This design comes from an exercise in tuning for small area, a short achievable clock period and few clock cycles per item on the open sky130 flow, not from production work. The RTL was checked by simulation tests, not by an equivalence proof against the original design. No activity file was given, so power comes from the tool's default toggle rates.

==> design/flow/design.v <==
package alu_pkg;
  localparam logic [2:0] SHIFT_REG   = 3'b000;
  localparam logic [2:0] ARITH_LOGIC = 3'b001;
  localparam logic [2:0] MUL         = 3'b010;
  localparam logic [2:0] ADD  = 3'b000;
  localparam logic [2:0] HADD = 3'b001;
  localparam logic [2:0] SUB  = 3'b010;
  localparam logic [2:0] NOT  = 3'b011;
  localparam logic [2:0] AND  = 3'b100;
  localparam logic [2:0] OR   = 3'b101;
  localparam logic [2:0] XOR  = 3'b110;
  localparam logic [2:0] LHG  = 3'b111;
  localparam logic [2:0] SHRGHTART = 3'b011;
  localparam logic [2:0] MULHI = 3'b001;
endpackage
module alu_mul_seq (
  input  logic        clock,
  input  logic        run,      
  input  logic [31:0] a,        
  input  logic [31:0] b,        
  output logic [31:0] lo,
  output logic [31:0] hi_a,
  output logic [31:0] hi_b
);
  localparam int AW = 42;                       
  localparam logic [31:0] UNBIAS = 32'h55555556;  
  logic [33:0] s_r, c_r;
  logic [31:0] b_r;
  logic        bp_r;    
  logic        cy_r;    
  logic [8:0]    win;
  logic [33:0]   pp [4];
  logic [AW-1:0] r0, r1, r2, r3, r4, r5;
  logic [AW-1:0] as, ac, bs, bc, cs, cc, ds, dc;
  logic [8:0]    low;
  logic [33:0]   neg_pre;
  assign win = {b_r[7:0], bp_r};
  always_comb begin
    for (int t = 0; t < 4; t++) begin
      logic       neg, one, two;
      logic [33:0] sel;
      neg = win[2*t+2];
      one = win[2*t] ^ win[2*t+1];
      two = (win[2*t+2] & ~win[2*t+1] & ~win[2*t]) | (~win[2*t+2] & win[2*t+1] & win[2*t]);
      sel = ({34{one}} & {{2{a[31]}}, a}) | ({34{two}} & {a[31], a, 1'b0});
      sel = sel ^ {34{neg}};
      pp[t] = {~sel[33], sel[32:0]};
    end
  end
  assign r0 = AW'(s_r);
  assign r1 = AW'(c_r);
  assign r2 = AW'(pp[0]);
  assign r3 = AW'({pp[1], 2'b00});
  assign r4 = AW'({pp[2], 4'b0000});
  assign r5 = AW'({pp[3], 6'b000000});
  assign as = r0 ^ r1 ^ r2;
  assign ac = ((r0 & r1) | (r0 & r2) | (r1 & r2)) << 1;
  assign bs = r3 ^ r4 ^ r5;
  assign bc = ((r3 & r4) | (r3 & r5) | (r4 & r5)) << 1;
  assign cs = as ^ ac ^ bs;
  assign cc = ((as & ac) | (as & bs) | (ac & bs)) << 1;
  assign ds = cs ^ cc ^ bc;
  assign dc = ((cs & cc) | (cs & bc) | (cc & bc)) << 1;
  assign low = {1'b0, ds[7:0]} + {1'b0, dc[7:1], cy_r};
  always_comb begin
    neg_pre = '0;
    for (int k = 0; k < 16; k++) neg_pre[2*k] = b[2*k+1];
  end
  always_ff @(posedge clock) begin
    if (run) begin
      s_r  <= ds[AW-1:8];
      c_r  <= dc[AW-1:8];
      b_r  <= {low[7:0], b_r[31:8]};
      bp_r <= b_r[7];
      cy_r <= low[8];
    end else begin
      s_r  <= neg_pre;
      c_r  <= '0;
      b_r  <= b;
      bp_r <= 1'b0;
      cy_r <= 1'b0;
    end
  end
  assign lo   = b_r;
  assign hi_a = s_r[31:0] ^ c_r[31:0] ^ UNBIAS;
  assign hi_b = {(s_r[30:0] & c_r[30:0]) | (s_r[30:0] & UNBIAS[30:0]) | (c_r[30:0] & UNBIAS[30:0]), cy_r};
endmodule
module alu_pipe #(
  parameter  int WIDTH = 32,
  localparam int SHW   = $clog2(WIDTH)
) (
  input  logic             clock,
  input  logic             reset,
  input  logic             in_valid,
  output logic             in_ready,
  input  logic [WIDTH-1:0] aluin1,
  input  logic [WIDTH-1:0] aluin2,
  input  logic [2:0]       opselect,
  input  logic [2:0]       operation,
  input  logic [SHW-1:0]   shift_number,
  output logic             out_valid,
  input  logic             out_ready,
  output logic [WIDTH-1:0] aluout,
  output logic             carryout,
  output logic             overflow,
  output logic             zero,
  output logic             illegal
);
  logic        busy_r, mulhi_r;
  logic [2:0]  cnt_r;
  logic        fin_s, in_fire_s, is_mul_s;
  logic [31:0] a, b;
  logic        sel_sh, sel_al, op_add, op_hadd, op_sub, arith, hadd, sub;
  logic [31:0] op_a, op_b, sum;
  logic        c32, cy_ar, ov_ar, z_ar;
  logic [31:0] lres;
  logic        left, rot_op, sra;
  logic [4:0]  n, m;
  logic [31:0] r0, r1, r2, r3, rot, mask_l, mask_r, keep, zkeep, sres;
  logic        cy_sh, z_sh;
  logic [31:0] m_lo, m_hi_a, m_hi_b;
  logic [31:0] res_s;
  logic        cy_s, ov_s, z_s, ill_s, m_ov;
  assign a = aluin1;
  assign b = aluin2;
  assign n = shift_number;
  assign fin_s     = busy_r & cnt_r[2];
  assign in_ready  = !busy_r && (!out_valid || out_ready);
  assign in_fire_s = in_valid && in_ready;
  assign is_mul_s  = (opselect == alu_pkg::MUL) && (operation[2:1] == 2'b00);
  alu_mul_seq u_mul (
    .clock (clock),
    .run   (busy_r),
    .a     (aluout),
    .b     (b),
    .lo    (m_lo),
    .hi_a  (m_hi_a),
    .hi_b  (m_hi_b)
  );
  assign sel_sh  = (opselect == alu_pkg::SHIFT_REG);
  assign sel_al  = (opselect == alu_pkg::ARITH_LOGIC);
  assign op_add  = sel_al && (operation == alu_pkg::ADD);
  assign op_hadd = sel_al && (operation == alu_pkg::HADD);
  assign op_sub  = sel_al && (operation == alu_pkg::SUB);
  assign arith   = op_add || op_hadd || op_sub;
  assign hadd    = !busy_r && op_hadd;
  assign sub     = !busy_r && op_sub;
  always_comb begin
    if (busy_r) begin
      op_a = m_hi_a;
      op_b = m_hi_b;
    end else begin
      op_a = {hadd ? {16{a[15]}} : a[31:16], a[15:0]};
      op_b = {hadd ? {16{b[15]}} : (b[31:16] ^ {16{sub}}), b[15:0] ^ {16{sub}}};
    end
  end
  assign {c32, sum} = {1'b0, op_a} + {1'b0, op_b} + {32'd0, sub};
  assign cy_ar = op_hadd ? (sum[16] ^ op_a[16] ^ op_b[16]) : (c32 ^ op_sub);
  assign ov_ar = !op_hadd && (op_a[31] == op_b[31]) && (sum[31] != op_a[31]);
  assign z_ar  = &(~(op_a ^ op_b ^ {op_a[30:0] | op_b[30:0], sub}));
  always_comb begin
    case (operation)
      alu_pkg::NOT: lres = ~a;
      alu_pkg::AND: lres = a & b;
      alu_pkg::OR:  lres = a | b;
      alu_pkg::XOR: lres = a ^ b;
      alu_pkg::LHG: lres = {b[15:0], 16'h0000};
      default:      lres = 32'd0;
    endcase
  end
  assign left   = operation[2] ? !operation[0] : !operation[1];
  assign rot_op = operation[2];
  assign sra    = (operation == alu_pkg::SHRGHTART) && a[31];
  assign m      = left ? (5'd0 - n) : n;
  assign r0     = m[0] ? {a[0],     a[31:1]}  : a;
  assign r1     = m[1] ? {r0[1:0],  r0[31:2]} : r0;
  assign r2     = m[2] ? {r1[3:0],  r1[31:4]} : r1;
  assign r3     = m[3] ? {r2[7:0],  r2[31:8]} : r2;
  assign rot    = m[4] ? {r3[15:0], r3[31:16]} : r3;
  always_comb begin
    for (int i = 0; i < 32; i++) begin
      mask_l[i]      = (5'(i) >= n);
      mask_r[31 - i] = (5'(i) >= n);
    end
  end
  assign keep  = rot_op ? 32'hFFFFFFFF : (left ? mask_l : mask_r);
  assign zkeep = rot_op ? 32'hFFFFFFFF : (left ? mask_r : mask_l);
  assign sres  = (rot & keep) | ({32{sra}} & ~keep);
  assign cy_sh = (n != 5'd0) && (left ? rot[0] : rot[31]);
  assign z_sh  = !(|(a & zkeep));
  assign m_ov = !(mulhi_r || (sum == {32{m_lo[31]}}));
  always_comb begin
    res_s = 32'd0;
    cy_s  = 1'b0;
    ov_s  = 1'b0;
    z_s   = 1'b1;
    ill_s = 1'b0;
    if (busy_r) begin
      res_s = mulhi_r ? sum : m_lo;
      ov_s  = m_ov;
      z_s   = mulhi_r ? z_ar : !(|m_lo);
    end else if (sel_al) begin
      if (arith) begin
        res_s = sum;
        cy_s  = cy_ar;
        ov_s  = ov_ar;
        z_s   = z_ar;
      end else begin
        res_s = lres;
        z_s   = !(|lres);
      end
    end else if (sel_sh && !(operation[2] && operation[1])) begin
      res_s = sres;
      cy_s  = cy_sh;
      z_s   = z_sh;
    end else if (is_mul_s) begin
      res_s = a;
    end else begin
      ill_s = 1'b1;
    end
  end
  always_ff @(posedge clock or posedge reset) begin
    if (reset) begin
      busy_r    <= 1'b0;
      cnt_r     <= 3'd0;
      out_valid <= 1'b0;
    end else begin
      if (fin_s) begin
        busy_r <= 1'b0;
      end else if (in_fire_s && is_mul_s) begin
        busy_r <= 1'b1;
      end
      cnt_r <= busy_r ? cnt_r + 3'd1 : 3'd0;
      if (fin_s) begin
        out_valid <= 1'b1;
      end else if (in_fire_s) begin
        out_valid <= !is_mul_s;
      end else if (out_ready) begin
        out_valid <= 1'b0;
      end
    end
  end
  always_ff @(posedge clock) begin
    if (in_fire_s) begin
      mulhi_r <= operation[0];
    end
    if (fin_s || in_fire_s) begin
      aluout   <= res_s;
      carryout <= cy_s;
      overflow <= ov_s;
      zero     <= z_s;
      illegal  <= ill_s;
    end
  end
endmodule
==> design/flow/run.sh <==
#!/bin/bash
# synth_recipe.tcl (not shown) runs the flow's synth.tcl, then flattens the netlist and writes it again
# the make line also repeats each setting of config.mk as NAME=value (left out here)
make -C /OpenROAD-flow-scripts/flow DESIGN_CONFIG=/design/flow/config.mk WORK_HOME=/design/flow/orfs CLKGATE_MAP_FILE= SYNTH_SCRIPT=/design/flow/synth_recipe.tcl finish
==> design/flow/config.mk <==
export PLATFORM = sky130hd
export DESIGN_NAME = alu_pipe
export DESIGN_NICKNAME = alu_pipe
export VERILOG_FILES = /design/flow/design.v
export SDC_FILE = /design/flow/constraint.sdc
export NUM_CORES = 4
export LEC_CHECK = 0
export CAP_MARGIN = 20
export CORE_MARGIN = 2
export CORE_UTILIZATION = 30
export SLEW_MARGIN = 20
==> design/flow/constraint.sdc <==
create_clock -name core_clock -period 6.0 [get_ports {clock}]
set_input_delay 1.2000 -clock core_clock [delete_from_list [all_inputs] [get_ports {clock}]]
set_output_delay 1.2000 -clock core_clock [all_outputs]
set_load 0.01 [all_outputs]
==> summary.txt <==
==> layer usage <==
layer  vias up  GRT usage [%]
met3       234          5.372
met2      1330          36.59
met1     12020          36.84
li1      11340              -
met5         -              0
met4         4          13.39
==> per-stage QoR <==
step | area [µm²] | worst slack, ns
global placement | 27390 | -0.3137
floorplan | 24170 | 0.03297
CTS | 28020 | 0.1971
detailed placement | 27390 | -0.3148
global route | 28050 | 0.05378
finish | 28050 | 0.2629
==> final timing paths <==
path | cells past startpoint | end | from
hold / removal | 1 | cnt_r[0]$_DFF_PP0_ | cnt_r[0]$_DFF_PP0_
min in group asynchronous | 2 | cnt_r[1]$_DFF_PP0_ | reset
setup reg to reg | 15 | overflow$_DFFE_PP_ | busy_r$_DFFE_PP0P_
max in group asynchronous | 2 | busy_r$_DFFE_PP0P_ | reset
hold reg to reg | 1 | cnt_r[0]$_DFF_PP0_ | cnt_r[0]$_DFF_PP0_
setup / recovery | 18 | overflow$_DFFE_PP_ | opselect[0]
==> area by class of cell <==
cell class | instances | area (µm²)
clock buffer | 20 | 500.5
multi-input combinational | 2387 | 18520
tap | 1060 | 1326
fill | 8553 | 52100
timing repair buffer | 366 | 3059
sequential | 140 | 3216
clock inverter | 12 | 127.6
antenna | 2 | 5.005
inverter | 347 | 1303
==> worst register-to-register path: cells and delay by family (launching register included) <==
family                     cells  cell delay [ns]
AOI/OAI and AO/OA              7             2.04
xor gates and xnor gates       1             0.26
adders and majority gates      2             0.85
buffers and inverters          2             0.46
DFF                            1             0.64
and+or+nand+nor                3             0.75
==> registers in the layout, summed over array words and instances, names as in the netlist <==
register,count
aluout,32
u_mul.b_r,32
u_mul.c_r,32
u_mul.s_r,32
cnt_r,3
busy_r,1
carryout,1
illegal,1
mulhi_r,1
out_valid,1
overflow,1
u_mul.bp_r,1
u_mul.cy_r,1
zero,1
==> cells by family (layout without fill, tap and decap cells) <==
group / after synthesis / in the layout / share of synthesized area (%)
mux: 188 / 188 / 9.913
simple gates: 820 / 820 / 15.46
flops: 140 / 140 / 13.24
buf+inv: 671 / 745 / 10.48
compound gates: 903 / 903 / 24.62
other cells: 0 / 2 / 0
fa+ha+maj: 367 / 367 / 22.29
xor+xnor: 109 / 109 / 3.985
==> power by group <==
group / total [mW] / switching (mW) / internal, mW
registers: 2.13 / 0.752 / 1.38
logic: 14.3 / 8.44 / 5.85
clock network: 1.17 / 0.483 / 0.685
total: 17.6 / 9.68 / 7.92
==> synth_stat cells (all sizes together), types with 12 or more instances <==
library cell	instances	area [µm²]
o21ai	184	924.6
nor4	22	137.6
a21oi	228	1145
nor3	23	115.1
o311a	47	470.5
edfxtp	37	1111
o211ai	23	177.7
nor2	190	713.2
nand2	360	1351
ha	183	2290
nand2b	18	112.6
a21o	30	225.2
xnor2	89	787.0
nand3	30	150.1
o221ai	19	166.4
mux2	39	439.2
buf	65	254.0
a22oi	56	420.4
maj3	59	590.6
a222oi	14	140.1
a221oi	38	332.8
mux4	36	810.8
nor2b	59	369.1
clkbuf	259	973.4
fa	125	2502
nand4	18	112.6
xor2	20	175.2
mux2i	113	1144
and2	65	406.6
o22ai	100	625.6
o31ai	12	90.09
a211oi	74	560.5
inv	347	1303
dfxtp	98	1962
==> metrics.yaml <==
drive_above_1_share_pct: 11.95
cts_sinks: 140
io_pins: 117
start_util_pct: 30.12
path_class: "input port to flop"
grt_usage_pct: 25.93
dr.pass1.iters: 9
dpl.hpwl_um: 85840
antenna_left: 0
syn_to_final_growth_pct: 16.19
end_kind: "flop"
syn_area_um2: 24150
cp.required_ns: 6.24
routed_via_density: 5.752
wl_met1_um: 47700
drc: 0
status: "no timing/DRC/antenna violations"
seq_area_frac_synth_pct: 13.24
dpl.cell_count: 4300
clkTransAtPathRegs_ns: 0.07
htree_levels: 4
cts_buffers: 17
first_global_vias: 23120
coreArea_um2: 80160
cp.buffers_inverters: 2
clock_latency_ns: 0.50
worstMarginPinSlew_ns: 1.037
antenna_found_initial: 5
leakage_nw: 12.06
fmax_ghz: 0.1743
cts_root_buf: "clkbuf_16"
peakVddDrop_uv: 541.7
first_iter_violations: 3396
avgSynthCellArea_um2: 7.550
fin_util_pct: 35.00
design.die.area_um2: 82770
fin_nets: 3646
min_period_over_period_pct: 95.62
synth_warnings: 3
cp_top_family: "compound AO/OA/AOI/OAI gates"
dr_total_vias: 24930
rsz0062_at_grt: "false"
crit_chain: "clkdlybuf4s50_1, nor3b_2, nand3b_1, buf_12, xnor2_1, o21ai_0, fa_2, fa_2, a211oi_2, o211ai_1, a2111o_1, a31oi_2, xor2_1, and4_1, nand3_1, or4_1, a2111oi_4, a21oi_1"
min_path_type: "flop to flop"
slew_headroom_pct: 30.88
routed.top_layer: "met5"
critPathMaxFanout: 4
gp_congestion: 1.078
startpoint_type: "input port"
p_per_area_nw_per_um2: 627.2
dr_wl_met2_um: 43890
synth_flop_cell: "dfxtp_1"
slowest_stage: "clkdlybuf4s50_1"
synth-seq-cells: 140
critPathMaxStageDelay_ns: 0.47
setup_viol: 0
drv_slew: 0
period_minus_slack_ns: 5.737
cp_data_arrival_time_ns: 5.97
grt_pass1_wl_um: 158200
cts_tree: "built"
power_mw: 17.60
hold_ws_ns: 0.4259
post_cts_resized: 0
final_cell_mix: "nand2_1 (359), inv_1 (345), buf_4 (246)"
clockBufferDepth: 2
stdcell_count: 4334
grt_max_degree: 175
die_x_um: 287.7
hold_viol: 0
ctsHoldBuffers: 0
grt_overflow_total: 0
final_common_cell: "nand2_1"
ys_async_sr_fraction_pct: 3.571
avgRoutedWirePerCell_um: 25.06
postSynthCellCount: 3198
post_cts_buffers: 0
synth_cell_type_count: 87
num_rows: 104
syn-num-nets: 3585
synth_edf_count: 37
cp_common_cell: "fa_2"
wirelength_um: 108600
wl_met3_um: 10880
maxCapViolations: 0
fin_skew_ns: 0.01220
numPortBuffers: 116
r2r_slack_ns: 0.75
die_h_um: 287.7
tns_ns: 0
Testbench counts, summed over its fixed seeds: cycles 51,653, ops 32,000.

==> re-timing with driven ports <==
In the flow no input, the clock included, has a driving cell. The finished layout below was timed again as built, in two steps.
Step 1 sets driving cells, clkbuf_16 on the clock port and buf_2 on the other inputs (assumed; they add their load-dependent delay and slew).
Step 2 moves the port delays by t, midway between the first and last clock arrival at a register: inputs arrive t later, outputs are due t later. That takes back most of the time a late clock gives input paths.
Three values: no drivers, after step 1, after step 2; two values: the first two.
shift t [ns]: 0.553
setup WS [ns]: 0.263 / 0.301 / -0.252
worst setup path at the end: input to register
slew at the worst register clock pin (ns): 0.07 / 0.07
pins driven straight from the clock port: 1
Met with ideal ports but missed after step 2: setup timing in this run. For this run, drivers alone change the setup slack by +0.038 ns; drivers and shift together by -0.515 ns.
